Source: an optimization exercise on an open RTL-to-GDS flow (aim: small area and a short achievable clock period). Production flows keep margins and buffers that such runs may drop. RTL that was checked went through simulation tests only; none was proved equivalent to the original. Only the layout flow was run in run 1; the RTL was not checked for function there. No activity file was given, so power comes from the tool's default toggle rates.

## flow/design.v (module list and top-level ports; edited modules follow where they fit)
// module pwl_transform_engine: 851 lines
module pwl_transform_engine (
  input  logic        clock,
  input  logic        rst_n,
  input  logic        tbl_wr,
  input  logic [3:0]  tbl_addr,
  input  logic [11:0] tbl_m,
  input  logic [11:0] tbl_c,
  input  logic        cal_begin,
  output logic        cal_busy,
  output logic        cal_valid,
  input  logic        in_valid,
  input  logic [11:0] indata,
  output logic        out_valid,
  output logic [11:0] outdata
);
  // ...
==> flow/flow/run.sh <==
#!/bin/bash
# The standard layout (standard.sh: unchanged synthesis and ORFS steps) with two changes
# to how the layout is made, both set on make's command line:
# - SETUP_SLACK_MARGIN (from flow/margin.txt): ORFS's timing repair aims for this much setup
#   slack at the design's clock period;
# - CTS_ARGS: clock tree synthesis as ORFS runs it, without dummy loads.
# make's full output goes to flow_make.log here; ORFS keeps each step's log under orfs/logs/.
set -euo pipefail
MARGIN=$(cat flow/margin.txt)
CTS="-sink_clustering_enable -repair_clock_nets -dont_use_dummy_load"
sed "s|^make -C|make SETUP_SLACK_MARGIN=$MARGIN 'CTS_ARGS=$CTS' -C|" standard.sh > standard_own.sh
bash standard_own.sh > flow_make.log 2>&1
==> flow/flow/margin.txt <==
6.2
==> flow/standard.sh <==
#!/bin/bash
# synth_recipe.tcl (not shown) runs the flow's synth.tcl, then flattens the netlist and writes it again
# the make line also repeats each setting of config.mk as NAME=value (left out here)
make -C /OpenROAD-flow-scripts/flow DESIGN_CONFIG=/design/flow/config.mk WORK_HOME=/design/flow/orfs CLKGATE_MAP_FILE= SYNTH_SCRIPT=/design/flow/synth_recipe.tcl "${@:-finish}"
==> flow/config.mk <==
export PLATFORM = sky130hd
export DESIGN_NAME = pwl_transform_engine
export DESIGN_NICKNAME = pwl_transform_engine
export VERILOG_FILES = /design/flow/design.v
export SDC_FILE = /design/flow/constraint.sdc
export NUM_CORES = 4
export LEC_CHECK = 0
export CAP_MARGIN = 20
export CORE_MARGIN = 2
export CORE_UTILIZATION = 60
export SLEW_MARGIN = 20
==> flow/constraint.sdc <==
create_clock -name core_clock -period 10.0 [get_ports {clock}]
set_input_delay 2.0000 -clock core_clock [delete_from_list [all_inputs] [get_ports {clock}]]
set_output_delay 2.0000 -clock core_clock [all_outputs]
set_load 0.01 [all_outputs]
==> results.cfg, run 1 <==
[cts]
root_buffer = clkbuf_16
insertion_delay_ns = 0.78
cts_buffers = 140

[setup_path]
arrival_ns = 4.91
r2r-end = out_q[11]
cpMostUsedCell = buf_12
path_delay_family = compound AO/OA/AOI/OAI gates
r2r_cells = 16
slowest_delay_ns = 0.40
rr_startpoint = r0_q[2]
critPathMaxFanout = 6
r2r_slack_ns = 6.00

[floorplan]
start_util_pct = 60.6
ioPinCount = 60
core_area_um2 = 93300
die_h_um = 311
fp-row-count = 112

[status]
status = finished clean

[timing]
relSlewSlack_pct = 12.8
slew_viol_final = 0
hold_viol = 0

[detailed_routing]
wl_met2_um = 83400
met1_length_um = 76200
vias_per_cell = 6.91
post_drt_wl_per_cell_um = 32.3

[synthesis]
synth_area_leaders = dfxtp_1, edfxtp_1, a22o_1
netlist_instances = 4667
synth_top_family_by_area = compound AO/OA/AOI/OAI gates
synth_top_area_cell = dfxtp_1
synth_most_common_cell = dfxtp_1
synth_top_cell_area_share_pct = 33.5

[placement]
placed_area_um2 = 58800

[cells_and_area]
final_nets = 5299
layout-drive-gt1-share_pct = 15.0
seq_share_pct = 49.0
nClkBuffers = 140
diodes = 3
multi_input_area_share_pct = 36.1

[power_and_ir_drop]
comb_power_share_pct = 12.8
p_leak_uw = 0.0251
p_total_uw = 12100
combinationalPower_uw = 1550

[global_routing]
met1_usage_pct = 54.2
==> run 2, diff against run 1 <==
--- a/flow/design.v
+++ b/flow/design.v
@@ -144,21 +144,38 @@
     for (int i = 0; i < 15; i++)
       as_q[i] <= (sr_q[12*(14-i) +: 12] & {12{fin_q}}) | (as_q[i] & {12{hold_q}});
   end
   logic        v1_q, v2_q, v3_q;
   logic [11:0] x_q, m_q;
   logic [15:0] ge_x, top, sel1, sel_q, sels_q;
   logic        below;
   logic [11:0] m1;
+  function automatic logic ge12(input logic [11:0] a, input logic [11:0] b);
+    logic [11:0] g, p;
+    logic [5:0]  g1, p1;
+    logic [2:0]  g2, p2;
+    g = a & ~b;
+    p = a | ~b;
+    g[0] = p[0];
+    for (int k = 0; k < 6; k++) begin
+      g1[k] = g[2*k+1] | (p[2*k+1] & g[2*k]);
+      p1[k] = p[2*k+1] & p[2*k];
+    end
+    for (int k = 0; k < 3; k++) begin
+      g2[k] = g1[2*k+1] | (p1[2*k+1] & g1[2*k]);
+      p2[k] = p1[2*k+1] & p1[2*k];
+    end
+    ge12 = g2[2] | (p2[2] & g2[1]) | (p2[2] & p2[1] & g2[0]);
+  endfunction
   logic [15:0] lt;
   logic [3:0]  any, gtop;
   logic [11:0] mg [4];
   always_comb begin
-    for (int i = 0; i < 16; i++) ge_x[i] = indata >= am_q[i];
+    for (int i = 0; i < 16; i++) ge_x[i] = ge12(indata, am_q[i]);
     below = ~ge_x[0];
     for (int g = 0; g < 4; g++) begin
       any[g] = |ge_x[4*g +: 4];
       for (int j = 0; j < 4; j++) begin
         lt[4*g+j] = ge_x[4*g+j];
         for (int k = j + 1; k < 4; k++) lt[4*g+j] = lt[4*g+j] & ~ge_x[4*g+k];
       end
       mg[g] = '0;
@@ -182,17 +199,18 @@
   logic [11:0] off, c_sel, s_sel;
   logic [10:0] mag;
   logic        sgn;
   logic [12:0] pp0, pp1, pp2, pp3, pp4, pp5;
   logic        bo0, bo1, bo2, bo3, bo4, bo5, bt0, bt1, bt2, bt3, bt4, bt5;
   logic        bn0, bn1, bn2, bn3, bn4, bn5;
   logic [24:0] row0, row1, row2;
   logic [5:0]  lo;
-  logic [20:0] tsum;
+  logic [11:0] tlow;
+  logic        c12, hz0, hz1, hn0, hn1;
   always_comb begin
     c_sel = '0;
     s_sel = '0;
     for (int i = 0; i < 16; i++) c_sel = c_sel | (ac_q[i] & {12{sel_q[i]}});
     for (int i = 0; i < 15; i++) s_sel = s_sel | (as_q[i] & {12{sels_q[i]}});
   end
   assign mag = s_sel[10:0];
   assign sgn = s_sel[11];
@@ -224,41 +242,49 @@
         u21s, u21c, u22s, u22c, u23s, u23c, u24s, u24c,
         u25s, u25c, u26s, u26c, u27s, u27c, u28s, u28c,
         u29s, u29c, u30s, u30c, u31s, u31c, u32s, u32c,
         u33s, u33c, u34s, u34c, u35s, u35c, u36s, u36c,
         u37s, u37c, u38s, u38c, u39s, u39c, u40s, u40c,
         u41s, u41c, u42s, u42c, u43s, u43c, u44s, u44c,
         u45s, u45c, u46s, u46c, u47s, u47c, u48s, u48c,
         u49s, u49c, u50s, u50c, u51s, u51c, u52s, u52c,
-        u53s, u53c, sfp0, sfp1, sfp2, sfp3, sfp4, sfp5,
-        sfp6, sfp7, sfp8, sfp9, sfp10, sfp11, sfp12, sfp13,
-        sfp14, sfp15, sfp16, sfp17, sfp18, sfp19, sfp20, sfg0,
-        sfg1, sfg2, sfg3, sfg4, sfg5, sfg6, sfg7, sfg8,
-        sfg9, sfg10, sfg11, sfg12, sfg13, sfg14, sfg15, sfg16,
-        sfg17, sfg18, sfg19, sfg20, sfG0i, sfG0_1, sfG0_2, sfP0_2,
-        sfG0_3, sfP0_3, sfG0_4, sfP0_4, sfG0_5, sfP0_5, sfG0_6, sfP0_6,
-        sfG0_7, sfP0_7, sfG0_8, sfP0_8, sfG0_9, sfP0_9, sfG0_10, sfP0_10,
-        sfG0_11, sfP0_11, sfG0_12, sfP0_12, sfG0_13, sfP0_13, sfG0_14, sfP0_14,
-        sfG0_15, sfP0_15, sfG0_16, sfP0_16, sfG0_17, sfP0_17, sfG0_18, sfP0_18,
-        sfG0_19, sfP0_19, sfG0_20, sfP0_20, sfG1_2, sfG1_3, sfG1_4, sfP1_4,
-        sfG1_5, sfP1_5, sfG1_6, sfP1_6, sfG1_7, sfP1_7, sfG1_8, sfP1_8,
-        sfG1_9, sfP1_9, sfG1_10, sfP1_10, sfG1_11, sfP1_11, sfG1_12, sfP1_12,
-        sfG1_13, sfP1_13, sfG1_14, sfP1_14, sfG1_15, sfP1_15, sfG1_16, sfP1_16,
-        sfG1_17, sfP1_17, sfG1_18, sfP1_18, sfG1_19, sfP1_19, sfG1_20, sfP1_20,
-        sfG2_4, sfG2_5, sfG2_6, sfG2_7, sfG2_8, sfP2_8, sfG2_9, sfP2_9,
-        sfG2_10, sfP2_10, sfG2_11, sfP2_11, sfG2_12, sfP2_12, sfG2_13, sfP2_13,
-        sfG2_14, sfP2_14, sfG2_15, sfP2_15, sfG2_16, sfP2_16, sfG2_17, sfP2_17,
-        sfG2_18, sfP2_18, sfG2_19, sfP2_19, sfG2_20, sfP2_20, sfG3_8, sfG3_9,
-        sfG3_10, sfG3_11, sfG3_12, sfG3_13, sfG3_14, sfG3_15, sfG3_16, sfP3_16,
-        sfG3_17, sfP3_17, sfG3_18, sfP3_18, sfG3_19, sfP3_19, sfG3_20, sfP3_20,
-        sfG4_16, sfG4_17, sfG4_18, sfG4_19, sfG4_20, sfs0, sfs1, sfs2,
-        sfs3, sfs4, sfs5, sfs6, sfs7, sfs8, sfs9, sfs10,
-        sfs11, sfs12, sfs13, sfs14, sfs15, sfs16, sfs17, sfs18,
-        sfs19, sfs20;
+        u53s, u53c, slp0, slp1, slp2, slp3, slp4, slp5,
+        slp6, slp7, slp8, slp9, slp10, slp11, slg0, slg1,
+        slg2, slg3, slg4, slg5, slg6, slg7, slg8, slg9,
+        slg10, slg11, slG0i, slG0_1, slG0_2, slP0_2, slG0_3, slP0_3,
+        slG0_4, slP0_4, slG0_5, slP0_5, slG0_6, slP0_6, slG0_7, slP0_7,
+        slG0_8, slP0_8, slG0_9, slP0_9, slG0_10, slP0_10, slG0_11, slP0_11,
+        slG1_2, slG1_3, slG1_4, slP1_4, slG1_5, slP1_5, slG1_6, slP1_6,
+        slG1_7, slP1_7, slG1_8, slP1_8, slG1_9, slP1_9, slG1_10, slP1_10,
+        slG1_11, slP1_11, slG2_4, slG2_5, slG2_6, slG2_7, slG2_8, slP2_8,
+        slG2_9, slP2_9, slG2_10, slP2_10, slG2_11, slP2_11, slG3_8, slG3_9,
+        slG3_10, slG3_11, sls0, sls1, sls2, sls3, sls4, sls5,
+        sls6, sls7, sls8, sls9, sls10, sls11, cg0, cg1,
+        cg2, cg3, cg4, cg5, cg6, cg7, cg8, cg9,
+        cg10, cg11, cp0, cp1, cp2, cp3, cp4, cp5,
+        cp6, cp7, cp8, cp9, cp10, cp11, hx0, hx1,
+        hx2, hx3, hx4, hx5, hx6, hx7, hx8, ho0,
+        ho1, ho2, ho3, ho4, ho5, ho6, ho7, ho8,
+        sh0p0, sh0p1, sh0p2, sh0p3, sh0p4, sh0p5, sh0p6, sh0p7,
+        sh0p8, sh0g0, sh0g1, sh0g2, sh0g3, sh0g4, sh0g5, sh0g6,
+        sh0g7, sh0g8, sh0G0_1, sh0G0_2, sh0P0_2, sh0G0_3, sh0P0_3, sh0G0_4,
+        sh0P0_4, sh0G0_5, sh0P0_5, sh0G0_6, sh0P0_6, sh0G0_7, sh0P0_7, sh0G0_8,
+        sh0P0_8, sh0G1_2, sh0G1_3, sh0G1_4, sh0P1_4, sh0G1_5, sh0P1_5, sh0G1_6,
+        sh0P1_6, sh0G1_7, sh0P1_7, sh0G1_8, sh0P1_8, sh0G2_4, sh0G2_5, sh0G2_6,
+        sh0G2_7, sh0G2_8, sh0P2_8, sh0G3_8, sh0s0, sh0s1, sh0s2, sh0s3,
+        sh0s4, sh0s5, sh0s6, sh0s7, sh0s8, sh1p0, sh1p1, sh1p2,
+        sh1p3, sh1p4, sh1p5, sh1p6, sh1p7, sh1p8, sh1g0, sh1g1,
+        sh1g2, sh1g3, sh1g4, sh1g5, sh1g6, sh1g7, sh1g8, sh1G0i,
+        sh1G0_1, sh1G0_2, sh1P0_2, sh1G0_3, sh1P0_3, sh1G0_4, sh1P0_4, sh1G0_5,
+        sh1P0_5, sh1G0_6, sh1P0_6, sh1G0_7, sh1P0_7, sh1G0_8, sh1P0_8, sh1G1_2,
+        sh1G1_3, sh1G1_4, sh1P1_4, sh1G1_5, sh1P1_5, sh1G1_6, sh1P1_6, sh1G1_7,
+        sh1P1_7, sh1G1_8, sh1P1_8, sh1G2_4, sh1G2_5, sh1G2_6, sh1G2_7, sh1G2_8,
+        sh1P2_8, sh1G3_8, sh1s0, sh1s1, sh1s2, sh1s3, sh1s4, sh1s5,
+        sh1s6, sh1s7, sh1s8;
   assign sop0 = x_q[0] ^ ~m_q[0];
   assign sog0 = x_q[0] & ~m_q[0];
   assign sop1 = x_q[1] ^ ~m_q[1];
   assign sog1 = x_q[1] & ~m_q[1];
   assign sop2 = x_q[2] ^ ~m_q[2];
   assign sog2 = x_q[2] & ~m_q[2];
   assign sop3 = x_q[3] ^ ~m_q[3];
   assign sog3 = x_q[3] & ~m_q[3];
@@ -615,228 +641,297 @@
   assign u50s = r2_q[21] ^ u28c ^ u29s;
   assign u50c = (r2_q[21] & u28c) | (r2_q[21] & u29s) | (u28c & u29s);
   assign u51s = r2_q[22] ^ u29c ^ u30s;
   assign u51c = (r2_q[22] & u29c) | (r2_q[22] & u30s) | (u29c & u30s);
   assign u52s = r2_q[23] ^ u30c ^ u31s;
   assign u52c = (r2_q[23] & u30c) | (r2_q[23] & u31s) | (u30c & u31s);
   assign u53s = r2_q[24] ^ u31c ^ u32s;
   assign u53c = (r2_q[24] & u31c) | (r2_q[24] & u32s) | (u31c & u32s);
-  assign sfp0 = u12s ^ u33s;
-  assign sfg0 = u12s & u33s;
-  assign sfp1 = u33c ^ u34s;
-  assign sfg1 = u33c & u34s;
-  assign sfp2 = u34c ^ u35s;
-  assign sfg2 = u34c & u35s;
-  assign sfp3 = u35c ^ u36s;
-  assign sfg3 = u35c & u36s;
-  assign sfp4 = u36c ^ u37s;
-  assign sfg4 = u36c & u37s;
-  assign sfp5 = u37c ^ u38s;
-  assign sfg5 = u37c & u38s;
-  assign sfp6 = u38c ^ u39s;
-  assign sfg6 = u38c & u39s;
-  assign sfp7 = u39c ^ u40s;
-  assign sfg7 = u39c & u40s;
-  assign sfp8 = u40c ^ u41s;
-  assign sfg8 = u40c & u41s;
-  assign sfp9 = u41c ^ u42s;
-  assign sfg9 = u41c & u42s;
-  assign sfp10 = u42c ^ u43s;
-  assign sfg10 = u42c & u43s;
-  assign sfp11 = u43c ^ u44s;
-  assign sfg11 = u43c & u44s;
-  assign sfp12 = u44c ^ u45s;
-  assign sfg12 = u44c & u45s;
-  assign sfp13 = u45c ^ u46s;
-  assign sfg13 = u45c & u46s;
-  assign sfp14 = u46c ^ u47s;
-  assign sfg14 = u46c & u47s;
-  assign sfp15 = u47c ^ u48s;
-  assign sfg15 = u47c & u48s;
-  assign sfp16 = u48c ^ u49s;
-  assign sfg16 = u48c & u49s;
-  assign sfp17 = u49c ^ u50s;
-  assign sfg17 = u49c & u50s;
-  assign sfp18 = u50c ^ u51s;
-  assign sfg18 = u50c & u51s;
-  assign sfp19 = u51c ^ u52s;
-  assign sfg19 = u51c & u52s;
-  assign sfp20 = u52c ^ u53s;
-  assign sfg20 = u52c & u53s;
-  assign sfG0i = sfg0 | (sfp0 & lo_q[0]);
-  assign sfG0_1 = sfg1 | (sfp1 & sfG0i);
-  assign sfG0_2 = sfg2 | (sfp2 & sfg1);
-  assign sfP0_2 = sfp2 & sfp1;
-  assign sfG0_3 = sfg3 | (sfp3 & sfg2);
-  assign sfP0_3 = sfp3 & sfp2;
-  assign sfG0_4 = sfg4 | (sfp4 & sfg3);
-  assign sfP0_4 = sfp4 & sfp3;
-  assign sfG0_5 = sfg5 | (sfp5 & sfg4);
-  assign sfP0_5 = sfp5 & sfp4;
-  assign sfG0_6 = sfg6 | (sfp6 & sfg5);
-  assign sfP0_6 = sfp6 & sfp5;
-  assign sfG0_7 = sfg7 | (sfp7 & sfg6);
-  assign sfP0_7 = sfp7 & sfp6;
-  assign sfG0_8 = sfg8 | (sfp8 & sfg7);
-  assign sfP0_8 = sfp8 & sfp7;
-  assign sfG0_9 = sfg9 | (sfp9 & sfg8);
-  assign sfP0_9 = sfp9 & sfp8;
-  assign sfG0_10 = sfg10 | (sfp10 & sfg9);
-  assign sfP0_10 = sfp10 & sfp9;
-  assign sfG0_11 = sfg11 | (sfp11 & sfg10);
-  assign sfP0_11 = sfp11 & sfp10;
-  assign sfG0_12 = sfg12 | (sfp12 & sfg11);
-  assign sfP0_12 = sfp12 & sfp11;
-  assign sfG0_13 = sfg13 | (sfp13 & sfg12);
-  assign sfP0_13 = sfp13 & sfp12;
-  assign sfG0_14 = sfg14 | (sfp14 & sfg13);
-  assign sfP0_14 = sfp14 & sfp13;
-  assign sfG0_15 = sfg15 | (sfp15 & sfg14);
-  assign sfP0_15 = sfp15 & sfp14;
-  assign sfG0_16 = sfg16 | (sfp16 & sfg15);
-  assign sfP0_16 = sfp16 & sfp15;
-  assign sfG0_17 = sfg17 | (sfp17 & sfg16);
-  assign sfP0_17 = sfp17 & sfp16;
-  assign sfG0_18 = sfg18 | (sfp18 & sfg17);
-  assign sfP0_18 = sfp18 & sfp17;
-  assign sfG0_19 = sfg19 | (sfp19 & sfg18);
-  assign sfP0_19 = sfp19 & sfp18;
-  assign sfG0_20 = sfg20 | (sfp20 & sfg19);
-  assign sfP0_20 = sfp20 & sfp19;
-  assign sfG1_2 = sfG0_2 | (sfP0_2 & sfG0i);
-  assign sfG1_3 = sfG0_3 | (sfP0_3 & sfG0_1);
-  assign sfG1_4 = sfG0_4 | (sfP0_4 & sfG0_2);
-  assign sfP1_4 = sfP0_4 & sfP0_2;
-  assign sfG1_5 = sfG0_5 | (sfP0_5 & sfG0_3);
-  assign sfP1_5 = sfP0_5 & sfP0_3;
-  assign sfG1_6 = sfG0_6 | (sfP0_6 & sfG0_4);
-  assign sfP1_6 = sfP0_6 & sfP0_4;
-  assign sfG1_7 = sfG0_7 | (sfP0_7 & sfG0_5);
-  assign sfP1_7 = sfP0_7 & sfP0_5;
-  assign sfG1_8 = sfG0_8 | (sfP0_8 & sfG0_6);
-  assign sfP1_8 = sfP0_8 & sfP0_6;
-  assign sfG1_9 = sfG0_9 | (sfP0_9 & sfG0_7);
-  assign sfP1_9 = sfP0_9 & sfP0_7;
-  assign sfG1_10 = sfG0_10 | (sfP0_10 & sfG0_8);
-  assign sfP1_10 = sfP0_10 & sfP0_8;
-  assign sfG1_11 = sfG0_11 | (sfP0_11 & sfG0_9);
-  assign sfP1_11 = sfP0_11 & sfP0_9;
-  assign sfG1_12 = sfG0_12 | (sfP0_12 & sfG0_10);
-  assign sfP1_12 = sfP0_12 & sfP0_10;
-  assign sfG1_13 = sfG0_13 | (sfP0_13 & sfG0_11);
-  assign sfP1_13 = sfP0_13 & sfP0_11;
-  assign sfG1_14 = sfG0_14 | (sfP0_14 & sfG0_12);
-  assign sfP1_14 = sfP0_14 & sfP0_12;
-  assign sfG1_15 = sfG0_15 | (sfP0_15 & sfG0_13);
-  assign sfP1_15 = sfP0_15 & sfP0_13;
-  assign sfG1_16 = sfG0_16 | (sfP0_16 & sfG0_14);
-  assign sfP1_16 = sfP0_16 & sfP0_14;
-  assign sfG1_17 = sfG0_17 | (sfP0_17 & sfG0_15);
-  assign sfP1_17 = sfP0_17 & sfP0_15;
-  assign sfG1_18 = sfG0_18 | (sfP0_18 & sfG0_16);
-  assign sfP1_18 = sfP0_18 & sfP0_16;
-  assign sfG1_19 = sfG0_19 | (sfP0_19 & sfG0_17);
-  assign sfP1_19 = sfP0_19 & sfP0_17;
-  assign sfG1_20 = sfG0_20 | (sfP0_20 & sfG0_18);
-  assign sfP1_20 = sfP0_20 & sfP0_18;
-  assign sfG2_4 = sfG1_4 | (sfP1_4 & sfG0i);
-  assign sfG2_5 = sfG1_5 | (sfP1_5 & sfG0_1);
-  assign sfG2_6 = sfG1_6 | (sfP1_6 & sfG1_2);
-  assign sfG2_7 = sfG1_7 | (sfP1_7 & sfG1_3);
-  assign sfG2_8 = sfG1_8 | (sfP1_8 & sfG1_4);
-  assign sfP2_8 = sfP1_8 & sfP1_4;
-  assign sfG2_9 = sfG1_9 | (sfP1_9 & sfG1_5);
-  assign sfP2_9 = sfP1_9 & sfP1_5;
-  assign sfG2_10 = sfG1_10 | (sfP1_10 & sfG1_6);
-  assign sfP2_10 = sfP1_10 & sfP1_6;
-  assign sfG2_11 = sfG1_11 | (sfP1_11 & sfG1_7);
-  assign sfP2_11 = sfP1_11 & sfP1_7;
-  assign sfG2_12 = sfG1_12 | (sfP1_12 & sfG1_8);
-  assign sfP2_12 = sfP1_12 & sfP1_8;
-  assign sfG2_13 = sfG1_13 | (sfP1_13 & sfG1_9);
-  assign sfP2_13 = sfP1_13 & sfP1_9;
-  assign sfG2_14 = sfG1_14 | (sfP1_14 & sfG1_10);
-  assign sfP2_14 = sfP1_14 & sfP1_10;
-  assign sfG2_15 = sfG1_15 | (sfP1_15 & sfG1_11);
-  assign sfP2_15 = sfP1_15 & sfP1_11;
-  assign sfG2_16 = sfG1_16 | (sfP1_16 & sfG1_12);
-  assign sfP2_16 = sfP1_16 & sfP1_12;
-  assign sfG2_17 = sfG1_17 | (sfP1_17 & sfG1_13);
-  assign sfP2_17 = sfP1_17 & sfP1_13;
-  assign sfG2_18 = sfG1_18 | (sfP1_18 & sfG1_14);
-  assign sfP2_18 = sfP1_18 & sfP1_14;
-  assign sfG2_19 = sfG1_19 | (sfP1_19 & sfG1_15);
-  assign sfP2_19 = sfP1_19 & sfP1_15;
-  assign sfG2_20 = sfG1_20 | (sfP1_20 & sfG1_16);
-  assign sfP2_20 = sfP1_20 & sfP1_16;
-  assign sfG3_8 = sfG2_8 | (sfP2_8 & sfG0i);
-  assign sfG3_9 = sfG2_9 | (sfP2_9 & sfG0_1);
-  assign sfG3_10 = sfG2_10 | (sfP2_10 & sfG1_2);
-  assign sfG3_11 = sfG2_11 | (sfP2_11 & sfG1_3);
-  assign sfG3_12 = sfG2_12 | (sfP2_12 & sfG2_4);
-  assign sfG3_13 = sfG2_13 | (sfP2_13 & sfG2_5);
-  assign sfG3_14 = sfG2_14 | (sfP2_14 & sfG2_6);
-  assign sfG3_15 = sfG2_15 | (sfP2_15 & sfG2_7);
-  assign sfG3_16 = sfG2_16 | (sfP2_16 & sfG2_8);
-  assign sfP3_16 = sfP2_16 & sfP2_8;
-  assign sfG3_17 = sfG2_17 | (sfP2_17 & sfG2_9);
-  assign sfP3_17 = sfP2_17 & sfP2_9;
-  assign sfG3_18 = sfG2_18 | (sfP2_18 & sfG2_10);
-  assign sfP3_18 = sfP2_18 & sfP2_10;
-  assign sfG3_19 = sfG2_19 | (sfP2_19 & sfG2_11);
-  assign sfP3_19 = sfP2_19 & sfP2_11;
-  assign sfG3_20 = sfG2_20 | (sfP2_20 & sfG2_12);
-  assign sfP3_20 = sfP2_20 & sfP2_12;
-  assign sfG4_16 = sfG3_16 | (sfP3_16 & sfG0i);
-  assign sfG4_17 = sfG3_17 | (sfP3_17 & sfG0_1);
-  assign sfG4_18 = sfG3_18 | (sfP3_18 & sfG1_2);
-  assign sfG4_19 = sfG3_19 | (sfP3_19 & sfG1_3);
-  assign sfG4_20 = sfG3_20 | (sfP3_20 & sfG2_4);
-  assign sfs0 = sfp0 ^ lo_q[0];
-  assign sfs1 = sfp1 ^ sfG0i;
-  assign sfs2 = sfp2 ^ sfG0_1;
-  assign sfs3 = sfp3 ^ sfG1_2;
-  assign sfs4 = sfp4 ^ sfG1_3;
-  assign sfs5 = sfp5 ^ sfG2_4;
-  assign sfs6 = sfp6 ^ sfG2_5;
-  assign sfs7 = sfp7 ^ sfG2_6;
-  assign sfs8 = sfp8 ^ sfG2_7;
-  assign sfs9 = sfp9 ^ sfG3_8;
-  assign sfs10 = sfp10 ^ sfG3_9;
-  assign sfs11 = sfp11 ^ sfG3_10;
-  assign sfs12 = sfp12 ^ sfG3_11;
-  assign sfs13 = sfp13 ^ sfG3_12;
-  assign sfs14 = sfp14 ^ sfG3_13;
-  assign sfs15 = sfp15 ^ sfG3_14;
-  assign sfs16 = sfp16 ^ sfG3_15;
-  assign sfs17 = sfp17 ^ sfG4_16;
-  assign sfs18 = sfp18 ^ sfG4_17;
-  assign sfs19 = sfp19 ^ sfG4_18;
-  assign sfs20 = sfp20 ^ sfG4_19;
-  assign tsum = {sfs20, sfs19, sfs18, sfs17, sfs16, sfs15, sfs14, sfs13, sfs12, sfs11, sfs10, sfs9, sfs8, sfs7, sfs6, sfs5, sfs4, sfs3, sfs2, sfs1, sfs0};
+  assign slp0 = u12s ^ u33s;
+  assign slg0 = u12s & u33s;
+  assign slp1 = u33c ^ u34s;
+  assign slg1 = u33c & u34s;
+  assign slp2 = u34c ^ u35s;
+  assign slg2 = u34c & u35s;
+  assign slp3 = u35c ^ u36s;
+  assign slg3 = u35c & u36s;
+  assign slp4 = u36c ^ u37s;
+  assign slg4 = u36c & u37s;
+  assign slp5 = u37c ^ u38s;
+  assign slg5 = u37c & u38s;
+  assign slp6 = u38c ^ u39s;
+  assign slg6 = u38c & u39s;
+  assign slp7 = u39c ^ u40s;
+  assign slg7 = u39c & u40s;
+  assign slp8 = u40c ^ u41s;
+  assign slg8 = u40c & u41s;
+  assign slp9 = u41c ^ u42s;
+  assign slg9 = u41c & u42s;
+  assign slp10 = u42c ^ u43s;
+  assign slg10 = u42c & u43s;
+  assign slp11 = u43c ^ u44s;
+  assign slg11 = u43c & u44s;
+  assign slG0i = slg0 | (slp0 & lo_q[0]);
+  assign slG0_1 = slg1 | (slp1 & slG0i);
+  assign slG0_2 = slg2 | (slp2 & slg1);
+  assign slP0_2 = slp2 & slp1;
+  assign slG0_3 = slg3 | (slp3 & slg2);
+  assign slP0_3 = slp3 & slp2;
+  assign slG0_4 = slg4 | (slp4 & slg3);
+  assign slP0_4 = slp4 & slp3;
+  assign slG0_5 = slg5 | (slp5 & slg4);
+  assign slP0_5 = slp5 & slp4;
+  assign slG0_6 = slg6 | (slp6 & slg5);
+  assign slP0_6 = slp6 & slp5;
+  assign slG0_7 = slg7 | (slp7 & slg6);
+  assign slP0_7 = slp7 & slp6;
+  assign slG0_8 = slg8 | (slp8 & slg7);
+  assign slP0_8 = slp8 & slp7;
+  assign slG0_9 = slg9 | (slp9 & slg8);
+  assign slP0_9 = slp9 & slp8;
+  assign slG0_10 = slg10 | (slp10 & slg9);
+  assign slP0_10 = slp10 & slp9;
+  assign slG0_11 = slg11 | (slp11 & slg10);
+  assign slP0_11 = slp11 & slp10;
+  assign slG1_2 = slG0_2 | (slP0_2 & slG0i);
+  assign slG1_3 = slG0_3 | (slP0_3 & slG0_1);
+  assign slG1_4 = slG0_4 | (slP0_4 & slG0_2);
+  assign slP1_4 = slP0_4 & slP0_2;
+  assign slG1_5 = slG0_5 | (slP0_5 & slG0_3);
+  assign slP1_5 = slP0_5 & slP0_3;
+  assign slG1_6 = slG0_6 | (slP0_6 & slG0_4);
+  assign slP1_6 = slP0_6 & slP0_4;
+  assign slG1_7 = slG0_7 | (slP0_7 & slG0_5);
+  assign slP1_7 = slP0_7 & slP0_5;
+  assign slG1_8 = slG0_8 | (slP0_8 & slG0_6);
+  assign slP1_8 = slP0_8 & slP0_6;
+  assign slG1_9 = slG0_9 | (slP0_9 & slG0_7);
+  assign slP1_9 = slP0_9 & slP0_7;
+  assign slG1_10 = slG0_10 | (slP0_10 & slG0_8);
+  assign slP1_10 = slP0_10 & slP0_8;
+  assign slG1_11 = slG0_11 | (slP0_11 & slG0_9);
+  assign slP1_11 = slP0_11 & slP0_9;
+  assign slG2_4 = slG1_4 | (slP1_4 & slG0i);
+  assign slG2_5 = slG1_5 | (slP1_5 & slG0_1);
+  assign slG2_6 = slG1_6 | (slP1_6 & slG1_2);
+  assign slG2_7 = slG1_7 | (slP1_7 & slG1_3);
+  assign slG2_8 = slG1_8 | (slP1_8 & slG1_4);
+  assign slP2_8 = slP1_8 & slP1_4;
+  assign slG2_9 = slG1_9 | (slP1_9 & slG1_5);
+  assign slP2_9 = slP1_9 & slP1_5;
+  assign slG2_10 = slG1_10 | (slP1_10 & slG1_6);
+  assign slP2_10 = slP1_10 & slP1_6;
+  assign slG2_11 = slG1_11 | (slP1_11 & slG1_7);
+  assign slP2_11 = slP1_11 & slP1_7;
+  assign slG3_8 = slG2_8 | (slP2_8 & slG0i);
+  assign slG3_9 = slG2_9 | (slP2_9 & slG0_1);
+  assign slG3_10 = slG2_10 | (slP2_10 & slG1_2);
+  assign slG3_11 = slG2_11 | (slP2_11 & slG1_3);
+  assign sls0 = slp0 ^ lo_q[0];
+  assign sls1 = slp1 ^ slG0i;
+  assign sls2 = slp2 ^ slG0_1;
+  assign sls3 = slp3 ^ slG1_2;
+  assign sls4 = slp4 ^ slG1_3;
+  assign sls5 = slp5 ^ slG2_4;
+  assign sls6 = slp6 ^ slG2_5;
+  assign sls7 = slp7 ^ slG2_6;
+  assign sls8 = slp8 ^ slG2_7;
+  assign sls9 = slp9 ^ slG3_8;
+  assign sls10 = slp10 ^ slG3_9;
+  assign sls11 = slp11 ^ slG3_10;
+  assign cg0 = u12s & u33s;
+  assign cp0 = u12s ^ u33s;
+  assign cg1 = u33c & u34s;
+  assign cp1 = u33c ^ u34s;
+  assign cg2 = u34c & u35s;
+  assign cp2 = u34c ^ u35s;
+  assign cg3 = u35c & u36s;
+  assign cp3 = u35c ^ u36s;
+  assign cg4 = u36c & u37s;
+  assign cp4 = u36c ^ u37s;
+  assign cg5 = u37c & u38s;
+  assign cp5 = u37c ^ u38s;
+  assign cg6 = u38c & u39s;
+  assign cp6 = u38c ^ u39s;
+  assign cg7 = u39c & u40s;
+  assign cp7 = u39c ^ u40s;
+  assign cg8 = u40c & u41s;
+  assign cp8 = u40c ^ u41s;
+  assign cg9 = u41c & u42s;
+  assign cp9 = u41c ^ u42s;
+  assign cg10 = u42c & u43s;
+  assign cp10 = u42c ^ u43s;
+  assign cg11 = u43c & u44s;
+  assign cp11 = u43c ^ u44s;
+  assign c12 = (cp1 & cp2 & cp3 & cp4 & cp5 & cp6 & cp7 & cp8 & cp9 & cp10 & cp11 & cg0) | (cp2 & cp3 & cp4 & cp5 & cp6 & cp7 & cp8 & cp9 & cp10 & cp11 & cg1) | (cp3 & cp4 & cp5 & cp6 & cp7 & cp8 & cp9 & cp10 & cp11 & cg2) | (cp4 & cp5 & cp6 & cp7 & cp8 & cp9 & cp10 & cp11 & cg3) | (cp5 & cp6 & cp7 & cp8 & cp9 & cp10 & cp11 & cg4) | (cp6 & cp7 & cp8 & cp9 & cp10 & cp11 & cg5) | (cp7 & cp8 & cp9 & cp10 & cp11 & cg6) | (cp8 & cp9 & cp10 & cp11 & cg7) | (cp9 & cp10 & cp11 & cg8) | (cp10 & cp11 & cg9) | (cp11 & cg10) | (cg11) | (cp0 & cp1 & cp2 & cp3 & cp4 & cp5 & cp6 & cp7 & cp8 & cp9 & cp10 & cp11 & lo_q[0]);
+  assign hx0 = u44c ^ u45s;
+  assign ho0 = u44c | u45s;
+  assign hx1 = u45c ^ u46s;
+  assign ho1 = u45c | u46s;
+  assign hx2 = u46c ^ u47s;
+  assign ho2 = u46c | u47s;
+  assign hx3 = u47c ^ u48s;
+  assign ho3 = u47c | u48s;
+  assign hx4 = u48c ^ u49s;
+  assign ho4 = u48c | u49s;
+  assign hx5 = u49c ^ u50s;
+  assign ho5 = u49c | u50s;
+  assign hx6 = u50c ^ u51s;
+  assign ho6 = u50c | u51s;
+  assign hx7 = u51c ^ u52s;
+  assign ho7 = u51c | u52s;
+  assign hx8 = u52c ^ u53s;
+  assign ho8 = u52c | u53s;
+  assign hz0 = ~hx0 & (hx1 ~^ ho0) & (hx2 ~^ ho1) & (hx3 ~^ ho2) & (hx4 ~^ ho3) & (hx5 ~^ ho4) & (hx6 ~^ ho5) & (hx7 ~^ ho6) & (hx8 ~^ ho7);
+  assign hz1 = hx0 & hx1 & hx2 & hx3 & hx4 & hx5 & hx6 & hx7 & hx8;
+  assign sh0p0 = u44c ^ u45s;
+  assign sh0g0 = u44c & u45s;
+  assign sh0p1 = u45c ^ u46s;
+  assign sh0g1 = u45c & u46s;
+  assign sh0p2 = u46c ^ u47s;
+  assign sh0g2 = u46c & u47s;
+  assign sh0p3 = u47c ^ u48s;
+  assign sh0g3 = u47c & u48s;
+  assign sh0p4 = u48c ^ u49s;
+  assign sh0g4 = u48c & u49s;
+  assign sh0p5 = u49c ^ u50s;
+  assign sh0g5 = u49c & u50s;
+  assign sh0p6 = u50c ^ u51s;
+  assign sh0g6 = u50c & u51s;
+  assign sh0p7 = u51c ^ u52s;
+  assign sh0g7 = u51c & u52s;
+  assign sh0p8 = u52c ^ u53s;
+  assign sh0g8 = u52c & u53s;
+  assign sh0G0_1 = sh0g1 | (sh0p1 & sh0g0);
+  assign sh0G0_2 = sh0g2 | (sh0p2 & sh0g1);
+  assign sh0P0_2 = sh0p2 & sh0p1;
+  assign sh0G0_3 = sh0g3 | (sh0p3 & sh0g2);
+  assign sh0P0_3 = sh0p3 & sh0p2;
+  assign sh0G0_4 = sh0g4 | (sh0p4 & sh0g3);
+  assign sh0P0_4 = sh0p4 & sh0p3;
+  assign sh0G0_5 = sh0g5 | (sh0p5 & sh0g4);
+  assign sh0P0_5 = sh0p5 & sh0p4;
+  assign sh0G0_6 = sh0g6 | (sh0p6 & sh0g5);
+  assign sh0P0_6 = sh0p6 & sh0p5;
+  assign sh0G0_7 = sh0g7 | (sh0p7 & sh0g6);
+  assign sh0P0_7 = sh0p7 & sh0p6;
+  assign sh0G0_8 = sh0g8 | (sh0p8 & sh0g7);
+  assign sh0P0_8 = sh0p8 & sh0p7;
+  assign sh0G1_2 = sh0G0_2 | (sh0P0_2 & sh0g0);
+  assign sh0G1_3 = sh0G0_3 | (sh0P0_3 & sh0G0_1);
+  assign sh0G1_4 = sh0G0_4 | (sh0P0_4 & sh0G0_2);
+  assign sh0P1_4 = sh0P0_4 & sh0P0_2;
+  assign sh0G1_5 = sh0G0_5 | (sh0P0_5 & sh0G0_3);
+  assign sh0P1_5 = sh0P0_5 & sh0P0_3;
+  assign sh0G1_6 = sh0G0_6 | (sh0P0_6 & sh0G0_4);
+  assign sh0P1_6 = sh0P0_6 & sh0P0_4;
+  assign sh0G1_7 = sh0G0_7 | (sh0P0_7 & sh0G0_5);
+  assign sh0P1_7 = sh0P0_7 & sh0P0_5;
+  assign sh0G1_8 = sh0G0_8 | (sh0P0_8 & sh0G0_6);
+  assign sh0P1_8 = sh0P0_8 & sh0P0_6;
+  assign sh0G2_4 = sh0G1_4 | (sh0P1_4 & sh0g0);
+  assign sh0G2_5 = sh0G1_5 | (sh0P1_5 & sh0G0_1);
+  assign sh0G2_6 = sh0G1_6 | (sh0P1_6 & sh0G1_2);
+  assign sh0G2_7 = sh0G1_7 | (sh0P1_7 & sh0G1_3);
+  assign sh0G2_8 = sh0G1_8 | (sh0P1_8 & sh0G1_4);
+  assign sh0P2_8 = sh0P1_8 & sh0P1_4;
+  assign sh0G3_8 = sh0G2_8 | (sh0P2_8 & sh0g0);
+  assign sh0s0 = sh0p0 ^ 1'b0;
+  assign sh0s1 = sh0p1 ^ sh0g0;
+  assign sh0s2 = sh0p2 ^ sh0G0_1;
+  assign sh0s3 = sh0p3 ^ sh0G1_2;
+  assign sh0s4 = sh0p4 ^ sh0G1_3;
+  assign sh0s5 = sh0p5 ^ sh0G2_4;
+  assign sh0s6 = sh0p6 ^ sh0G2_5;
+  assign sh0s7 = sh0p7 ^ sh0G2_6;
+  assign sh0s8 = sh0p8 ^ sh0G2_7;
+  assign sh1p0 = u44c ^ u45s;
+  assign sh1g0 = u44c & u45s;
+  assign sh1p1 = u45c ^ u46s;
+  assign sh1g1 = u45c & u46s;
+  assign sh1p2 = u46c ^ u47s;
+  assign sh1g2 = u46c & u47s;
+  assign sh1p3 = u47c ^ u48s;
+  assign sh1g3 = u47c & u48s;
+  assign sh1p4 = u48c ^ u49s;
+  assign sh1g4 = u48c & u49s;
+  assign sh1p5 = u49c ^ u50s;
+  assign sh1g5 = u49c & u50s;
+  assign sh1p6 = u50c ^ u51s;
+  assign sh1g6 = u50c & u51s;
+  assign sh1p7 = u51c ^ u52s;
+  assign sh1g7 = u51c & u52s;
+  assign sh1p8 = u52c ^ u53s;
+  assign sh1g8 = u52c & u53s;
+  assign sh1G0i = sh1g0 | (sh1p0 & 1'b1);
+  assign sh1G0_1 = sh1g1 | (sh1p1 & sh1G0i);
+  assign sh1G0_2 = sh1g2 | (sh1p2 & sh1g1);
+  assign sh1P0_2 = sh1p2 & sh1p1;
+  assign sh1G0_3 = sh1g3 | (sh1p3 & sh1g2);
+  assign sh1P0_3 = sh1p3 & sh1p2;
+  assign sh1G0_4 = sh1g4 | (sh1p4 & sh1g3);
+  assign sh1P0_4 = sh1p4 & sh1p3;
+  assign sh1G0_5 = sh1g5 | (sh1p5 & sh1g4);
+  assign sh1P0_5 = sh1p5 & sh1p4;
+  assign sh1G0_6 = sh1g6 | (sh1p6 & sh1g5);
+  assign sh1P0_6 = sh1p6 & sh1p5;
+  assign sh1G0_7 = sh1g7 | (sh1p7 & sh1g6);
+  assign sh1P0_7 = sh1p7 & sh1p6;
+  assign sh1G0_8 = sh1g8 | (sh1p8 & sh1g7);
+  assign sh1P0_8 = sh1p8 & sh1p7;
+  assign sh1G1_2 = sh1G0_2 | (sh1P0_2 & sh1G0i);
+  assign sh1G1_3 = sh1G0_3 | (sh1P0_3 & sh1G0_1);
+  assign sh1G1_4 = sh1G0_4 | (sh1P0_4 & sh1G0_2);
+  assign sh1P1_4 = sh1P0_4 & sh1P0_2;
+  assign sh1G1_5 = sh1G0_5 | (sh1P0_5 & sh1G0_3);
+  assign sh1P1_5 = sh1P0_5 & sh1P0_3;
+  assign sh1G1_6 = sh1G0_6 | (sh1P0_6 & sh1G0_4);
+  assign sh1P1_6 = sh1P0_6 & sh1P0_4;
+  assign sh1G1_7 = sh1G0_7 | (sh1P0_7 & sh1G0_5);
+  assign sh1P1_7 = sh1P0_7 & sh1P0_5;
+  assign sh1G1_8 = sh1G0_8 | (sh1P0_8 & sh1G0_6);
+  assign sh1P1_8 = sh1P0_8 & sh1P0_6;
+  assign sh1G2_4 = sh1G1_4 | (sh1P1_4 & sh1G0i);
+  assign sh1G2_5 = sh1G1_5 | (sh1P1_5 & sh1G0_1);
+  assign sh1G2_6 = sh1G1_6 | (sh1P1_6 & sh1G1_2);
+  assign sh1G2_7 = sh1G1_7 | (sh1P1_7 & sh1G1_3);
+  assign sh1G2_8 = sh1G1_8 | (sh1P1_8 & sh1G1_4);
+  assign sh1P2_8 = sh1P1_8 & sh1P1_4;
+  assign sh1G3_8 = sh1G2_8 | (sh1P2_8 & sh1G0i);
+  assign sh1s0 = sh1p0 ^ 1'b1;
+  assign sh1s1 = sh1p1 ^ sh1G0i;
+  assign sh1s2 = sh1p2 ^ sh1G0_1;
+  assign sh1s3 = sh1p3 ^ sh1G1_2;
+  assign sh1s4 = sh1p4 ^ sh1G1_3;
+  assign sh1s5 = sh1p5 ^ sh1G2_4;
+  assign sh1s6 = sh1p6 ^ sh1G2_5;
+  assign sh1s7 = sh1p7 ^ sh1G2_6;
+  assign sh1s8 = sh1p8 ^ sh1G2_7;
+  assign hn0 = sh0s8;
+  assign hn1 = sh1s8;
+  assign tlow = {sls11, sls10, sls9, sls8, sls7, sls6, sls5, sls4, sls3, sls2, sls1, sls0};
   assign lo = {2'b0, row0[3:0]} + {2'b0, row1[3:0]} + {2'b0, row2[3:0]};
   logic [24:4] r0_q, r1_q, r2_q;
   logic [11:0] c3_q;
   logic [5:2]  bn3_q;
   logic [1:0]  lo_q;
   always_ff @(posedge clock) begin
     r0_q  <= row0[24:4];
     r1_q  <= row1[24:4];
     r2_q  <= row2[24:4];
     lo_q  <= lo[5:4];
     c3_q  <= c_sel;
     bn3_q <= {bn5, bn4, bn3, bn2};
   end
   logic [11:0] res, out_q;
-  always_comb begin
-    if (tsum[20])              res = '0;
-    else if (tsum[19:12] != 0) res = '1;
-    else                       res = tsum[11:0];
-  end
+  logic        tneg, tzero;
+  assign tneg  = c12 ? hn1 : hn0;
+  assign tzero = c12 ? hz1 : hz0;
+  assign res   = {12{~tneg}} & ({12{~tzero}} | tlow);
   always_ff @(posedge clock or negedge rst_n) begin
     if (!rst_n) begin
       v1_q <= 1'b0;
       v2_q <= 1'b0;
       v3_q <= 1'b0;
     end else begin
       v1_q <= in_valid;
       v2_q <= v1_q;
==> results.cfg, run 2 <==
[status]
status = finished clean

[detailed_routing]
drt_iter0_markers = 5947
post_drt_wl_per_cell_um = 32.5
num_vias = 41800
vias_per_cell = 6.98
met1_length_um = 74900
topRoutingLayerUsed = met5
wl_met2_um = 84300
drc = 0
routed_wirelength_um = 194000
postRouteAntennaNets = 0
first_pass_iters = 8
wl_met3_um = 25700

[global_routing]
grt_pass1_wl_um = 274000
antenna_found_initial = 15
groute.usage.overall_pct = 40.2
grt_max_degree = 202
overflow = 0
grt_pass1_vias = 39500

[setup_path]
arrival_ns = 4.89
r2r_cells = 16
path_class = primary input to flop
path_delay_family = compound AO/OA/AOI/OAI gates
required_ns = 10.56
crit_slowest_cell = or4_4
r2r_slack_ns = 6.03
cp-start-kind = primary input
end_kind = flop
rr_startpoint = m_q[0]
crit_chain = buf_8 -> buf_12 -> clkinv_8 -> nor2_4 -> maj3_2 -> or4_4 -> o2111a_1 -> o32ai_4 -> buf_6 -> buf_8 -> mux2_4 -> mux2_4 -> o21ai_2 -> o2111ai_2
critPathMaxFanout = 7
slowest_delay_ns = 0.54
r2r-end = r2_q[7]
crit_buf_inv = 5

[placement]
hpwl_um = 127000
gp_congestion = 0.996
dp.cells = 5672
placed_area_um2 = 57400
port_buffers = 59
pre_cts_slack_ns = 2.89

[cts]
path_clk_slew_ns = 0.06
cts_tree = built
cts_buffers = 138
cts_buffer_depth = 3
cts.sinks = 1397
htree_levels = 4
insertion_delay_ns = 0.76
root_buffer = clkbuf_16

[timing]
slew_viol_final = 0
timing.setup.tns_ns = 0
setup_violations = 0
fin_crit_sh_pct = 43.3
min_period_ns = 4.33
fin_skew_ns = 0.0764
fmax_ghz = 0.231
rsz0062_at_grt = yes
worst_pin_slew_ns = 1.29
hold_viol = 0
relSlewSlack_pct = 13.6
timing.final.ws_setup_ns = 5.67

[cells_and_area]
final_nets = 5038
layout-drive-gt1-share_pct = 15.1
final_cell_mix = dfxtp_1, a22o_1, edfxtp_1, inv_1, buf_4
multiInputGateArea_um2 = 22700
finalNonFillerCells = 5984
layout_commonest_cell = dfxtp_1
fillers = 6520
seq_area_um2 = 32300
syn2layout_area_growth_pct = 15.3
fin_area_um2 = 64000

[floorplan]
core_area_um2 = 91700
ioPinCount = 60
die_h_um = 308
die-area_um2 = 95000
fp-row-count = 111
die_w_um = 308
start_util_pct = 60.6

[synthesis]
synth_top_area_cell = dfxtp_1
synth_top_cell_area_share_pct = 34.1
async_flop_share_pct = 3.01
synth_most_common_cell = dfxtp_1
synth-warning-count = 5
synth_cell_types = 98
netlist_instances = 4625
synthFlopType = dfxtp_1
synth_commonest_cells = dfxtp_1, a22o_1, edfxtp_1
synth_area_leaders = dfxtp_1, edfxtp_1, a22o_1
synth-edff-count = 409
syn-num-nets = 4868
yosysSeqAreaShare_pct = 58.1
synth_seq_cells = 1397
netlist_area_um2 = 55500
syn_area_per_cell_um2 = 12.0

[power_and_ir_drop]
p_leak_uw = 0.0240
p_per_area_nw_per_um2 = 182
ir_worst_vdd_v = 0.000187

[min_path]
hp-class = flop to flop
hold_end = sr_q[136]
hold_depth = 0
worstHoldStart = sr_q[135]

[job]
cap_violations = 0
==> run 2: changes by cell type in the layout (fill, tap and decap cells not counted), sizes merged, moves of 37 or more <==
cell,change
a21oi,-100
o22ai,+69
maj3,+49
inv,-60
nor2b,+37
ha,-182
==> run 2: logic make-up (layout without fill, tap and decap cells) <==
family / Yosys count / count (layout) / share of synthesized area [%]
fa+ha+maj: 246 / 247 / 6.23
buf+inv: 569 / 734 / 3.95
xor+xnor: 147 / 148 / 2.32
other cells: 0 / 5 / 0
compound gates: 1488 / 1488 / 21.5
simple gates: 711 / 712 / 6.65
mux: 67 / 67 / 1.24
flops: 1397 / 1397 / 58.1
==> run 2: worst max-delay path by stage <==
| stage | startpoint | to | slack (ns) | cells after the start |
|---|---|---|---|---|
| global route | indata[3] | m_q[6] | 5.63 | 14 |
| floorplan | indata[4] | m_q[6] | 5.38 | 12 |
| detailed placement | indata[8] | m_q[6] | 2.89 | 10 |
| finish | indata[3] | m_q[3] | 5.67 | 14 |
| CTS | indata[7] | m_q[6] | 5.69 | 15 |
| global placement | indata[8] | m_q[6] | 2.98 | 10 |
==> run 2: final cells by class <==
cell class	instances	area share, %
inverters	285	1.86
repair inverters	3	0.0371
multi-input cells	2662	35.4
clock buffers	138	5.39
diodes	5	0.0195
flip-flops and latches	1397	50.4
well taps	1186	2.32
repair buffers	308	4.54
==> run 2: routing by layer <==
layer	vias to the layer above	global-route usage [%]
li1	17700	-
met1	20600	54.2
met2	2785	60.2
met3	586	11.6
met4	14	18.4
met5	-	0
==> run 2: report_power, final <==
part | internal, µW | total (µW) | switching (µW)
Sequential | 5980 | 6100 | 129
Combinational | 546 | 1180 | 638
Clock | 2410 | 4370 | 1950
Total | 8940 | 11700 | 2720
==> run 2: metrics by stage <==
stage,util (%),hold WS [ns],total power (µW)
after floorplan,-,0.331,6850
after global placement,62.7,0.334,7130
after detailed placement,62.7,0.337,7150
after CTS,68.7,0.320,11500
after global routing,69.8,0.331,12000
final,69.9,0.329,11700
==> run 2: timing repair <==
action | CTS | global route
cloned | 12 | 0
pin swaps | 104 | 120
gates resized for setup | 286 | 195
buffers inserted | 112 | 45
setup endpoints to repair | 133 | 159
hold buffers | 0 | 0
endpoints found under the hold margin | 0 | 0
==> run 2: worst register-to-register path: cells and delay by family (launching register included) <==
family | cells | cell delay, ns
AO/OA/AOI/OAI | 7 | 1.16
AND/OR/NAND/NOR | 1 | 0.23
adder cells (fa/ha/maj) | 4 | 1.56
multiplexers | 1 | 0.17
flip-flops | 1 | 0.36
XOR/XNOR | 1 | 0.21
buffers and inverters | 2 | 0.19
==> run 3, diff against run 2 <==
==> flow/flow/run.sh (replaced) <==
#!/bin/bash
# The standard layout (standard.sh: unchanged synthesis and ORFS steps) with two changes
# to how the layout is made, both set on make's command line:
# - SETUP_SLACK_MARGIN (flow/margin.txt): ORFS's timing repair aims for this much setup slack
#   at the design's clock period;
# - CTS_ARGS (flow/cts_args.txt): clock tree synthesis options (no dummy loads, buffer list).
# make's full output goes to flow_make.log here; ORFS keeps each step's log under orfs/logs/.
set -euo pipefail
MARGIN=$(cat flow/margin.txt)
CTS=$(cat flow/cts_args.txt)
sed "s|^make -C|make SETUP_SLACK_MARGIN=$MARGIN 'CTS_ARGS=$CTS' -C|" standard.sh > standard_own.sh
bash standard_own.sh > flow_make.log 2>&1
==> flow/flow/cts_args.txt (new file) <==
-sink_clustering_enable -repair_clock_nets -dont_use_dummy_load -buf_list sky130_fd_sc_hd__clkbuf_8
==> flow/flow/margin.txt (replaced) <==
5.9
==> results.cfg, run 3 <==
[setup_path]
cpMostUsedCell = maj3_2
r2r-end = r2_q[8]
slowest_delay_ns = 0.44
cp-startpoint = indata[4]
r2r_cells = 11
arrival_ns = 5.04
required_ns = 10.73
r2r_slack_ns = 5.98
crit_slowest_cell = or4b_1
critPathMaxFanout = 6
cp-start-kind = primary input
crit_chain = buf_6 -> buf_12 -> nor2b_1 -> maj3_2 -> maj3_2 -> o31a_1 -> a21oi_2 -> o31ai_4 -> buf_4 -> nor3_4 -> a2111o_2 -> a211o_1 -> or4b_1
path_class = primary input to flop
end_kind = flop
path_delay_family = compound AO/OA/AOI/OAI gates
crit_buf_inv = 3
rr_startpoint = sels_q[9]

[detailed_routing]
vias_per_cell = 6.93
routed_wirelength_um = 195000
post_drt_wl_per_cell_um = 32.5
num_vias = 41500
postRouteAntennaNets = 0
drc = 0
drt_iter0_markers = 5692
first_pass_iters = 8

[synthesis]
synth-warning-count = 5
synth_cell_types = 98
synth_commonest_cells = dfxtp_1, a22o_1, edfxtp_1
netlist_area_um2 = 55500
yosysSeqAreaShare_pct = 58.1
netlist_instances = 4625
synth_top_area_cell = dfxtp_1
synth_most_common_cell = dfxtp_1
synth_seq_cells = 1397
syn_area_per_cell_um2 = 12.0
synthFlopType = dfxtp_1
async_flop_share_pct = 3.01
synth_top_cell_area_share_pct = 34.1
synth-edff-count = 409
syn-num-nets = 4868
synth_area_leaders = dfxtp_1, edfxtp_1, a22o_1

[floorplan]
die-area_um2 = 95000
fp-row-count = 111
ioPinCount = 60
start_util_pct = 60.6
die_w_um = 308
die_h_um = 308
core_area_um2 = 91700

[timing]
slew_viol_final = 0
worst_pin_slew_ns = 1.33
rsz0062_at_grt = yes
fmax_ghz = 0.232
hold_viol = 0
timing.setup.tns_ns = 0
fin_skew_ns = 0.161
fin_crit_sh_pct = 43.1
setup_violations = 0
relSlewSlack_pct = 11.1
min_period_ns = 4.31

[cts]
htree_levels = 4
insertion_delay_ns = 0.95
cts_buffer_depth = 3
cts.sinks = 1397
root_buffer = clkbuf_8
path_clk_slew_ns = 0.06
cts_tree = built
cts_buffers = 210

[power_and_ir_drop]
ir_worst_vdd_v = 0.000139
p_per_area_nw_per_um2 = 175
p_total_uw = 10900
p_leak_uw = 0.0234

[global_routing]
antenna_found_initial = 17
grt_pass1_wl_um = 277000
grt_pass1_vias = 39900
groute.usage.overall_pct = 40.6
overflow = 0
grt_max_degree = 202

[placement]
hpwl_um = 129000
port_buffers = 59
gp_congestion = 0.996

[cells_and_area]
layout-drive-gt1-share_pct = 13.4
final_cell_mix = dfxtp_1, a22o_1, edfxtp_1, inv_1, clkbuf_8
layout_commonest_cell = dfxtp_1
final_nets = 5047
syn2layout_area_growth_pct = 12.4
fin_util_pct = 68.1

[min_path]
hold_depth = 0
hold_end = sr_q[17]
hp-class = flop to flop
worstHoldStart = sr_q[16]

[status]
status = finished clean

[job]
cap_violations = 0
## run 3: cell type report
type,instances,area (µm²)
Timing Repair inverter,2,17.5
Inverter,285,1190
Fill cell,6866,29300
Tap cell,1186,1480
Multi-Input combinational cell,2663,22100
Timing Repair Buffer,245,2390
Clock buffer,210,2890
Antenna cell,6,15.0
Sequential cell,1397,32300
## run 3: per-layer routing
layer,vias to the layer above,wire [µm],GRT usage [%]
met2,2822,83600,60.1
met5,-,126,0
met3,556,26800,14.8
li1,17800,-,-
met1,20400,74600,53.5
met4,18,9640,18.4
## run 3: worst max path at each step
stage / to / slack, ns / cells after the start
floorplan: m_q[6] / 5.38 / 12
global placement: sels_q[4] / 2.90 / 11
detailed placement: sels_q[6] / 2.79 / 11
CTS: m_q[6] / 5.77 / 13
global route: m_q[6] / 5.67 / 12
finish: m_q[6] / 5.69 / 13
## run 3: cell families (layout without fill, tap and decap cells)
kind of cell / Yosys count / count (layout) / synth area share, %
fa+ha+maj: 246 / 247 / 6.23
xor+xnor: 147 / 148 / 2.32
simple gates: 711 / 712 / 6.65
compound gates: 1488 / 1489 / 21.5
mux: 67 / 67 / 1.24
buf+inv: 569 / 742 / 3.95
flops: 1397 / 1397 / 58.1
other cells: 0 / 6 / 0
## run 3: what timing repair did
action | in CTS | in global routing
buffers inserted | 79 | 17
pin swaps | 42 | 52
gates resized for setup | 211 | 113
hold endpoints to repair | 0 | 0
gates cloned | 11 | 3
hold buffers | 0 | 0
endpoints found under the setup margin | 88 | 69
## run 3: per-stage QoR
stage | worst slack, ns | hold WS, ns | instance area (µm²) | std cells
5_1_grt | 5.67 | 0.297 | 62400 | 5992
4_1_cts | 5.77 | 0.290 | 61800 | 5967
3_5_place_dp | 2.79 | 0.337 | 57400 | 5667
2_1_floorplan | 5.38 | 0.331 | 55700 | 4625
6_report | 5.69 | 0.294 | 62400 | 5994
3_3_place_gp | 2.90 | 0.333 | 57400 | 5667
## run 3: report_power, final
part / switching (µW) / internal (µW)
registers: 122 / 5980
clock network: 1950 / 1840
logic: 610 / 455
==> run 4, diff against run 3 <==
==> flow/flow/margin.txt (replaced) <==
6.5
--- a/flow/config.mk
+++ b/flow/config.mk
@@ -6,4 +6,5 @@
 export NUM_CORES = 4
 export LEC_CHECK = 0
+export ABC_AREA = 1
 export CAP_MARGIN = 20
 export CORE_MARGIN = 2
==> results.cfg, run 4 <==
[status]
status = finished clean

[cts]
cts_buffers = 212
htree_levels = 4
insertion_delay_ns = 0.97
root_buffer = clkbuf_8
cts_buffer_depth = 3
hold_buffers = 0
cts_tree = built
cts.sinks = 1397
path_clk_slew_ns = 0.06

[setup_path]
critPathMaxFanout = 15
end_kind = flop
arrival_ns = 4.39
path_class = flop to flop
rr_startpoint = ra_q[0]
required_ns = 10.81
cp-startpoint = ra_q[0]
cp-start-kind = flop

[global_routing]
grt_max_degree = 199
grt_use_met2_pct = 59.4
groute.usage.overall_pct = 41.9
antenna_found_initial = 24
grt_util_met3_pct = 16.4
overflow = 0
busiest_layer = met2
grt_pass1_vias = 44500
met1_usage_pct = 55.8
grt_pass1_wl_um = 297000

[placement]
dp.cells = 7079
pre_cts_slack_ns = 4.35
hpwl_um = 143000
port_buffers = 59
gp_congestion = 1.03

[synthesis]
syn_area_per_cell_um2 = 9.59
synthFlopType = dfxtp_1
yosysSeqAreaShare_pct = 56.6
async_flop_share_pct = 3.01
syn-num-nets = 6194
synth_commonest_cells = nand2_1, dfxtp_1, inv_1
synth-warning-count = 5
netlist_instances = 5951
synth_top_area_cell = dfxtp_1
synth_area_leaders = dfxtp_1, edfxtp_1, nand2_1
synth_top_cell_area_share_pct = 33.2
synth_seq_cells = 1397
synth_most_common_cell = nand2_1
netlist_area_um2 = 57000
synth-edff-count = 409
synth_cell_types = 64

[detailed_routing]
first_pass_iters = 7
routed_wirelength_um = 211000
post_drt_wl_per_cell_um = 28.3
vias_per_cell = 6.37
postRouteAntennaNets = 0
drc = 0
num_vias = 47400
drt_iter0_markers = 7430

[timing]
min_period_ns = 3.58
relSlewSlack_pct = 13.4
slew_viol_final = 0
rsz0062_at_grt = yes
worst_pin_slew_ns = 1.30
fin_skew_ns = 0.110
setup_violations = 0
fin_crit_sh_pct = 35.8
hold_viol = 0
timing.setup.tns_ns = 0
fmax_ghz = 0.279
timing.final.ws_setup_ns = 6.42

[power_and_ir_drop]
p_int_uw = 7760
p_sw_share_pct = 21.7
ir_worst_vdd_v = 0.000144
p_leak_uw = 0.0262
p_per_area_nw_per_um2 = 153
p_sw_uw = 2150
comb_power_share_pct = 2.4
clkPwrFrac_pct = 38.8
p_seq_share_pct = 58.8

[cells_and_area]
final_cell_mix = nand2_1, dfxtp_1, inv_1, edfxtp_1, o21ai_0
fin_util_pct = 68.5
syn2layout_area_growth_pct = 13.6
final_nets = 6405
layout-drive-gt1-share_pct = 12.6
layout_commonest_cell = nand2_1
finalNonFillerCells = 7441

[min_path]
worstHoldStart = sr_q[5]
hp-class = flop to flop

[floorplan]
core_area_um2 = 94600
die_h_um = 312
ioPinCount = 60
start_util_pct = 60.3
die-area_um2 = 97600
fp-row-count = 113
die_w_um = 312

[job]
cap_violations = 0
run 4: layout make-up:
class                           instances  area, µm²
Antenna cell                           16       40.0
Clock buffer                          212       2920
Fill cell                            7409      29800
Inverter                              835       3360
Multi-Input combinational cell       3447      22000
Sequential cell                      1397      32300
Tap cell                             1265       1580
Timing Repair Buffer                  260       2490
Timing Repair inverter                  9       73.8
run 4: worst paths after layout:
| kind | cells after the start | slack [ns] | end |
|---|---|---|---|
| min reg2reg | 0 | 0.29 | sr_q[6] |
| min in group asynchronous | 2 | 1.20 | vm_q |
| min | 0 | 0.29 | sr_q[6] |
| max reg2reg | 9 | 6.42 | rd_c_q[1] |
| max | 9 | 6.42 | rd_c_q[1] |
| max in group asynchronous | 2 | 8.28 | fin_q |
run 4: layer usage:
layer	wire, µm	share of wire (%)
met5	164	0.078
met4	12300	5.8
met3	31600	15
met2	86600	41
met1	79900	38
run 4: critical path: stages (launching register included):
cell and delay [ns]:
dfrtp_1 0.41, inv_1 0.13, ha_1 0.19, inv_1 0.09, nor3_2 0.17, buf_4 0.38
clkinv_1 0.73, o22ai_1 0.88, a2111oi_0 0.30, o2111ai_1 0.19
run 4: kinds of logic (layout without fill, tap and decap cells):
family	Yosys count	in the layout	share of synthesized area (%)
buffers and inverters	1110	1316	7.53
adders and majority gates	198	198	5.21
AOI/OAI and AO/OA	1337	1337	15.4
muxes	1	1	0.0175
and+or+nand+nor	1783	1786	13.3
xor gates and xnor gates	125	125	1.95
DFF	1397	1397	56.6
other	0	16	0
run 4: power by group through the flow:
stage	clock [µW]	sequential (µW)	combinational (µW)
after floorplan	0	5950	76.3
after global placement	0	5950	159
after detailed placement	0	5950	160
after CTS	3840	5830	202
after global routing	4070	5830	238
final	3840	5830	233
run 4: repair_timing:
item / 4_1_cts / 5_1_grt
pin swaps: 45 / 73
gates resized for setup: 299 / 170
gates cloned: 12 / 8
buffers inserted: 70 / 43
setup endpoints to repair: 187 / 127
run 4: stage by stage:
stage | cell area (µm²) | hold WS, ns | total power [µW]
floorplan | 57400 | 0.331 | 6030
finish | 64800 | 0.295 | 9910
CTS | 63700 | 0.295 | 9870
global route | 64800 | 0.299 | 10100
detailed placement | 59000 | 0.337 | 6110
global placement | 59000 | 0.332 | 6110
==> run 5, diff against run 4 <==
==> flow/flow/margin.txt (replaced) <==
6.3
==> results.cfg, run 5 <==
[cells_and_area]
layout_commonest_cell = nand2_1
fin_util_pct = 67.8
final_nets = 6393
syn2layout_area_growth_pct = 12.4
fillers = 7399
final_cell_mix = nand2_1, dfxtp_1, inv_1, edfxtp_1, o21ai_0
layout-drive-gt1-share_pct = 10.8
fin_area_um2 = 64100

[placement]
placed_area_um2 = 58800
hpwl_um = 142000
port_buffers = 59
gp_congestion = 1.00

[floorplan]
die_w_um = 312
core_area_um2 = 94600
fp-row-count = 113
die_h_um = 312
ioPinCount = 60
die-area_um2 = 97600
start_util_pct = 60.3

[global_routing]
overflow = 0
grt_pass1_vias = 44100
grt_max_degree = 203
grt_pass1_wl_um = 293000
antenna_found_initial = 19
groute.usage.overall_pct = 41.4

[min_path]
hold_depth = 0
hp-class = flop to flop

[synthesis]
synthFlopType = dfxtp_1
synth_commonest_cells = nand2_1, dfxtp_1, inv_1
synth_top_area_cell = dfxtp_1
syn_area_per_cell_um2 = 9.59
synth_most_common_cell = nand2_1
synth_cell_types = 64
synth-warning-count = 5
yosysSeqAreaShare_pct = 56.6
synth_seq_cells = 1397
netlist_area_um2 = 57000
synth_top_cell_area_share_pct = 33.2
synth-edff-count = 409
synth_area_leaders = dfxtp_1, edfxtp_1, nand2_1
netlist_instances = 5951
syn-num-nets = 6194
async_flop_share_pct = 3.01

[detailed_routing]
routed_wirelength_um = 209000
first_pass_iters = 14
num_vias = 47300
drt_iter0_markers = 7047
postRouteAntennaNets = 0
drc = 0
vias_per_cell = 6.38
post_drt_wl_per_cell_um = 28.2

[cts]
insertion_delay_ns = 0.91
cts_tree = built
htree_levels = 4
path_clk_slew_ns = 0.06
hold_buffers = 0
root_buffer = clkbuf_8
cts_buffers = 212
cts.sinks = 1397
cts_buffer_depth = 3

[power_and_ir_drop]
p_sw_share_pct = 21.6
comb_power_share_pct = 2.3
p_int_uw = 7750
p_sw_uw = 2130
ir_worst_vdd_v = 0.000140
p_seq_share_pct = 59.0
p_per_area_nw_per_um2 = 154
p_total_uw = 9890
p_leak_uw = 0.0259
clkPwrFrac_pct = 38.7

[timing]
rsz0062_at_grt = yes
hold_ws_ns = 0.284
fin_crit_sh_pct = 37.2
fin_skew_ns = 0.120
relSlewSlack_pct = 13.1
worst_pin_slew_ns = 1.30
min_period_ns = 3.72
timing.setup.tns_ns = 0
fmax_ghz = 0.268
setup_violations = 0
hold_viol = 0
slew_viol_final = 0

[setup_path]
r2r_cells = 5
cp-start-kind = primary input
arrival_ns = 4.58
critPathMaxFanout = 18
end_kind = flop
cp-endpoint = m_q[0]
required_ns = 10.86
path_class = primary input to flop
rr_startpoint = pv_q[2]
cp-startpoint = indata[2]
r2r-end = rd_m_q[10]
r2r_slack_ns = 6.28

[status]
status = finished clean

[job]
cap_violations = 0
## run 5: cell counts after synthesis
No cell type changed its count.
## run 5: routing by layer
metal  GRT usage, %  vias up  share of wire, %
li1               -    20700                 -
met1           56.3    22400                38
met2           58.5     3427                41
met3           15.2      679                15
met4           19.9       16               5.9
met5              0        -             0.049
## run 5: critical path, cell delays in order
cell and delay, ns:
clkdlybuf4s50_1 0.52, buf_12 0.23, clkinv_8 0.19, o22ai_1 0.19, nor2_1 0.07, o22ai_1 0.22
a21oi_4 0.15, buf_4 0.17, inv_2 0.15, nand2_1 0.08, o21ai_1 0.23, inv_1 0.07
nand3_1 0.13, a21oi_1 0.08, nand2_1 0.07
## run 5: cell type report
cell class	instances	area (µm²)	share of cell area, %
diodes	6	15.0	0.0234
clock buffers	212	2920	4.55
inverters	835	3340	5.21
multi-input cells	3448	21600	33.6
flip-flops and latches	1397	32300	50.4
well taps	1265	1580	2.47
repair buffers	247	2310	3.60
repair inverters	9	73.8	0.115
## run 5: how the worst min path moves through the flow
stage | start | endpoint
finish | sr_q[20] | sr_q[21]
global route | sr_q[20] | sr_q[21]
CTS | sr_q[20] | sr_q[21]
detailed placement | sr_q[160] | sr_q[161]
global placement | v1_q | v2_q
floorplan | sr_q[102] | sr_q[103]
## run 5: repair_timing
| item | 4_1_cts | 5_1_grt |
|---|---|---|
| endpoints found under the setup margin | 111 | 105 |
| gates cloned | 10 | 10 |
| resized for setup | 177 | 178 |
| pin swaps | 13 | 46 |
| setup buffers | 31 | 70 |
## run 5: per-stage QoR
| stage | std cells | setup slack [ns] |
|---|---|---|
| floorplan | 5951 | 6.15 |
| global placement | 7079 | 4.09 |
| detailed placement | 7079 | 4.07 |
| CTS | 7332 | 6.28 |
| global route | 7415 | 6.18 |
| finish | 7419 | 6.28 |
## run 5: kinds of logic after synthesis
group	after synthesis	share of synthesized area (%)
AND/OR/NAND/NOR	1783	13.3
adder cells (fa/ha/maj)	198	5.21
buffers and inverters	1110	7.53
XOR/XNOR	125	1.95
multiplexers	1	0.0175
AO/OA/AOI/OAI	1337	15.4
flip-flops	1397	56.6
## run 5: power groups by stage
stage	Combinational, µW	Sequential [µW]	Clock, µW
after global routing	228	5830	4070
after detailed placement	160	5950	0
after CTS	183	5830	3840
final	224	5830	3830
after floorplan	71.3	5950	0
after global placement	159	5950	0

Check on run 5: ideal ports give 6.275 ns setup slack; a clkbuf_16 on the clock port and buf_2 on the inputs give 6.283 ns; moving port delays by the midpoint clock arrival (0.935 ns) as well gives 5.392 ns.
